Background: an optimization exercise with open tools, aiming at small area, a short achievable clock period and few clock cycles per item. Do not read the settings as production practice.
No activity file was given, so power comes from the tool's default toggle rates.

JK:
==> flow/design.v <==
`default_nettype none
package queenPkg;
	localparam int BoardSize = 12;
	typedef logic [3:0] coordT;
	typedef logic [BoardSize-1:0] maskT;
	typedef logic [2*BoardSize-2:0] diagT;
	typedef enum logic [1:0] {
		sIdle,
		sLoad,
		sSearch,
		sOut
	} solverStateT;
endpackage
`default_nettype wire
`default_nettype none
module queenSolver (
	input  wire logic            clk,
	input  wire logic            rst_n,
	input  wire logic            inValid,
	input  wire queenPkg::coordT row,
	input  wire queenPkg::coordT col,
	output logic                 outValid,
	output queenPkg::coordT      out
);
	localparam int N = queenPkg::BoardSize;
	localparam int Ahead = 3;
	queenPkg::solverStateT state;
	queenPkg::coordT q [N];
	queenPkg::maskT preset;
	queenPkg::maskT below;
	queenPkg::maskT flag;
	logic retry;
	queenPkg::maskT occ;
	queenPkg::maskT curOH;
	assign occ = preset | below;
	always_comb begin
		for (int c = 0; c < N; c++) begin
			curOH[c] = !below[c] && (c == 0 || below[c - 1]);
		end
	end
	queenPkg::maskT qd [N];
	queenPkg::maskT rowAtk;
	queenPkg::diagT riseAtk;
	queenPkg::diagT fallAtk;
	always_comb begin
		for (int c = 0; c < N; c++) begin
			for (int r = 0; r < N; r++) begin
				qd[c][r] = occ[c] && (q[c] == queenPkg::coordT'(r));
			end
		end
		rowAtk = '0;
		riseAtk = '0;
		fallAtk = '0;
		for (int r = 0; r < N; r++) begin
			for (int c = 0; c < N; c++) begin
				rowAtk[r] = rowAtk[r] | qd[c][r];
				riseAtk[r + c] = riseAtk[r + c] | qd[c][r];
				fallAtk[r - c + N - 1] = fallAtk[r - c + N - 1] | qd[c][r];
			end
		end
	end
	logic [N+Ahead-1:0] riseW;
	logic [N+Ahead-1:0] fallW;
	always_comb begin
		riseW = '0;
		fallW = '0;
		for (int c = 0; c < N; c++) begin
			for (int j = 0; j < N + Ahead; j++) begin
				if (j + c <= 2 * N - 2) begin
					riseW[j] = riseW[j] | (curOH[c] & riseAtk[j + c]);
				end
				if (j - Ahead - c + N - 1 >= 0) begin
					fallW[j] = fallW[j] | (curOH[c] & fallAtk[j - Ahead - c + N - 1]);
				end
			end
		end
	end
	queenPkg::coordT curRow;
	always_comb begin
		curRow = '0;
		for (int c = 0; c < N; c++) begin
			curRow = curRow | (curOH[c] ? q[c] : '0);
		end
	end
	queenPkg::maskT free [Ahead + 1];
	queenPkg::maskT laOk;
	queenPkg::maskT avail;
	queenPkg::maskT pick;
	queenPkg::coordT newRow;
	logic [Ahead:0] checkCol;
	logic curOcc;
	logic found;
	logic multi;
	always_comb begin
		for (int d = 0; d <= Ahead; d++) begin
			for (int r = 0; r < N; r++) begin
				free[d][r] = !(rowAtk[r] | riseW[r + d] | fallW[r - d + Ahead]);
			end
		end
	end
	always_comb begin
		checkCol = '0;
		for (int d = 1; d <= Ahead; d++) begin
			for (int c = 0; c + d < N; c++) begin
				checkCol[d] = checkCol[d] | (curOH[c] & !preset[c + d]);
			end
		end
	end
	queenPkg::maskT loAny [Ahead + 1];
	queenPkg::maskT hiAny [Ahead + 1];
	always_comb begin
		for (int d = 1; d <= Ahead; d++) begin
			loAny[d][0] = 1'b0;
			for (int x = 1; x < N; x++) begin
				loAny[d][x] = loAny[d][x - 1] | free[d][x - 1];
			end
			hiAny[d][N - 1] = 1'b0;
			for (int x = N - 2; x >= 0; x--) begin
				hiAny[d][x] = hiAny[d][x + 1] | free[d][x + 1];
			end
		end
		laOk = '1;
		for (int d = 1; d <= Ahead; d++) begin
			for (int r = 0; r < N; r++) begin
				logic ok;
				ok = !checkCol[d];
				if (r - d > 0) ok = ok | loAny[d][r - d];
				if (r + d < N - 1) ok = ok | hiAny[d][r + d];
				for (int s = r - d + 1; s < r + d; s++) begin
					if (s != r && s >= 0 && s < N) ok = ok | free[d][s];
				end
				laOk[r] = laOk[r] & ok;
			end
		end
	end
	assign curOcc = |(preset & curOH);
	always_comb begin
		for (int r = 0; r < N; r++) begin
			avail[r] = free[0][r] & laOk[r] & !curOcc
				& (!retry || queenPkg::coordT'(r) > curRow);
		end
	end
	always_comb begin
		pick = '0;
		newRow = '0;
		for (int r = N - 1; r >= 0; r--) begin
			if (avail[r]) begin
				pick = '0;
				pick[r] = 1'b1;
				newRow = queenPkg::coordT'(r);
			end
		end
	end
	assign found = |avail;
	assign multi = |(avail & ~pick);
	queenPkg::maskT belowNxt;
	logic lastCol;
	always_comb begin
		belowNxt[0] = below[0] | curOH[0];
		for (int c = 1; c < N; c++) begin
			belowNxt[c] = below[c] | curOH[c] | (belowNxt[c - 1] & preset[c]);
		end
	end
	assign lastCol = &(occ | curOH);
	queenPkg::maskT belowBack;
	logic noFlag;
	always_comb begin
		belowBack = '0;
		for (int c = N - 2; c >= 0; c--) begin
			belowBack[c] = belowBack[c + 1] | flag[c + 1];
		end
	end
	assign noFlag = ~|flag;
	logic step;
	logic load;
	logic idle;
	logic done;
	queenPkg::maskT colOH;
	queenPkg::maskT wsel;
	queenPkg::coordT wdata;
	assign idle = (state == queenPkg::sIdle);
	assign load = inValid && (idle || state == queenPkg::sLoad);
	assign step = (state == queenPkg::sSearch) || (state == queenPkg::sLoad && !inValid);
	assign done = lastCol && (found || curOcc);
	always_comb begin
		colOH = '0;
		for (int c = 0; c < N; c++) begin
			colOH[c] = (col == queenPkg::coordT'(c));
		end
	end
	assign wsel = load ? colOH : ((step && !curOcc) ? curOH : '0);
	assign wdata = load ? row : newRow;
	always_ff @(posedge clk or negedge rst_n) begin
		if (!rst_n) begin
			state <= queenPkg::sIdle;
			outValid <= 1'b0;
		end else begin
			case (state)
				queenPkg::sIdle: begin
					if (inValid) state <= queenPkg::sLoad;
				end
				queenPkg::sLoad, queenPkg::sSearch: begin
					if (step) begin
						if (done) begin
							state <= queenPkg::sOut;
							outValid <= 1'b1;
						end else begin
							state <= queenPkg::sSearch;
						end
					end
				end
				default: begin
					if (curOH[N - 1]) begin
						state <= queenPkg::sIdle;
						outValid <= 1'b0;
					end
				end
			endcase
		end
	end
	always_ff @(posedge clk) begin
		for (int c = 0; c < N; c++) begin
			if (wsel[c]) q[c] <= wdata;
		end
		if (idle) begin
			flag <= '0;
			retry <= 1'b0;
			below <= '0;
			preset <= load ? colOH : '0;
		end else if (load) begin
			preset <= preset | colOH;
		end
		if (step) begin
			if (done) begin
				below <= '0;
			end else if (found || noFlag) begin
				below <= belowNxt;
			end else begin
				below <= belowBack;
			end
			if (found) begin
				flag <= flag | (multi ? curOH : '0);
				retry <= 1'b0;
			end else if (!noFlag) begin
				flag <= flag & belowBack;
				retry <= 1'b1;
			end
		end
		if (state == queenPkg::sOut) begin
			below <= {below[N-2:0], 1'b1};
		end
	end
	assign out = outValid ? curRow : '0;
endmodule
`default_nettype wire
clock: 9.0 ns
lec_check: 0
cap_margin: 20
core_margin: 2
core_utilization: 40
setup_slack_margin: 3.5
slew_margin: 20
run.sh (not shown) runs the stock make flow with config.mk's settings and CLKGATE_MAP_FILE= SYNTH_SCRIPT=/design/flow/synth_recipe.tcl, a recipe that flattens the netlist after the stock synthesis.
--- input diff JK..MS ---
diff --git a/flow/design.v b/flow/design.v
--- a/flow/design.v
+++ b/flow/design.v
@@ -24,5 +24,5 @@
 );
 	localparam int N = queenPkg::BoardSize;
-	localparam int Ahead = 3;
+	localparam int Ahead = 5;
 	queenPkg::solverStateT state;
 	queenPkg::coordT q [N];
@@ -107,28 +107,12 @@
 		end
 	end
-	queenPkg::maskT loAny [Ahead + 1];
-	queenPkg::maskT hiAny [Ahead + 1];
-	always_comb begin
-		for (int d = 1; d <= Ahead; d++) begin
-			loAny[d][0] = 1'b0;
-			for (int x = 1; x < N; x++) begin
-				loAny[d][x] = loAny[d][x - 1] | free[d][x - 1];
-			end
-			hiAny[d][N - 1] = 1'b0;
-			for (int x = N - 2; x >= 0; x--) begin
-				hiAny[d][x] = hiAny[d][x + 1] | free[d][x + 1];
-			end
-		end
+	always_comb begin
 		laOk = '1;
 		for (int d = 1; d <= Ahead; d++) begin
 			for (int r = 0; r < N; r++) begin
-				logic ok;
-				ok = !checkCol[d];
-				if (r - d > 0) ok = ok | loAny[d][r - d];
-				if (r + d < N - 1) ok = ok | hiAny[d][r + d];
-				for (int s = r - d + 1; s < r + d; s++) begin
-					if (s != r && s >= 0 && s < N) ok = ok | free[d][s];
-				end
-				laOk[r] = laOk[r] & ok;
+				laOk[r] = laOk[r] & (!checkCol[d]
+					| (|(free[d] & ~((queenPkg::maskT'(1) << r)
+						| (queenPkg::maskT'(1) << (r + d))
+						| ((r >= d) ? (queenPkg::maskT'(1) << (r - d)) : '0)))));
 			end
 		end
Results
- MS: synthesized cell count 5.8% above JK
- Number of resized instances in the post-cts repair step (lower): JK
- Looking at final cell count, MS sits 132 higher than JK does.
- Relative to JK, largest fanout of any net on the critical path has increased by 2 in MS.
- Total via count after detailed routing, JK and MS, lower one = JK.
- Between JK and MS, the flow reports area used by multi-input combinational logic increasing by more than 10%.
- The final critical-path setup slack in MS sits 0.074 ns below the value recorded for JK.
- Summary of MS over JK: total power draw now larger, number of DRC markers in iteration 0 grew by 525, design area shows an increase of 12%.
Function was not checked in any run of this note: the RTL went through the layout flow alone.

-- static timing again, ports no longer ideal --
The flow's constraints put no driver on any port. The routed layouts listed below were extracted and timed again, unchanged, in two steps. Step 1 (the two cells are an assumption about what drives the block):
set clk [get_ports {clk}]
set_driving_cell -lib_cell sky130_fd_sc_hd__clkbuf_16 $clk
set_driving_cell -lib_cell sky130_fd_sc_hd__buf_2 [delete_from_list [all_inputs] $clk]
Step 2 adds t to the input delays and takes it off the output delays; t is the mean of the earliest and latest rising clock arrival at the registers after step 1. Input paths then give back, and output paths get back, about the clock's delay inside the block. a / b / c = ideal / step 1 / step 2; a / b = the first two.
run	t (ns)	slack for setup (ns)	worst setup path at the end
JK	0.376	3.474 / 3.474 / 3.474	register to register
MS	0.376	3.400 / 3.400 / 3.400	register to register
After both steps setup and hold are still met in every run listed.
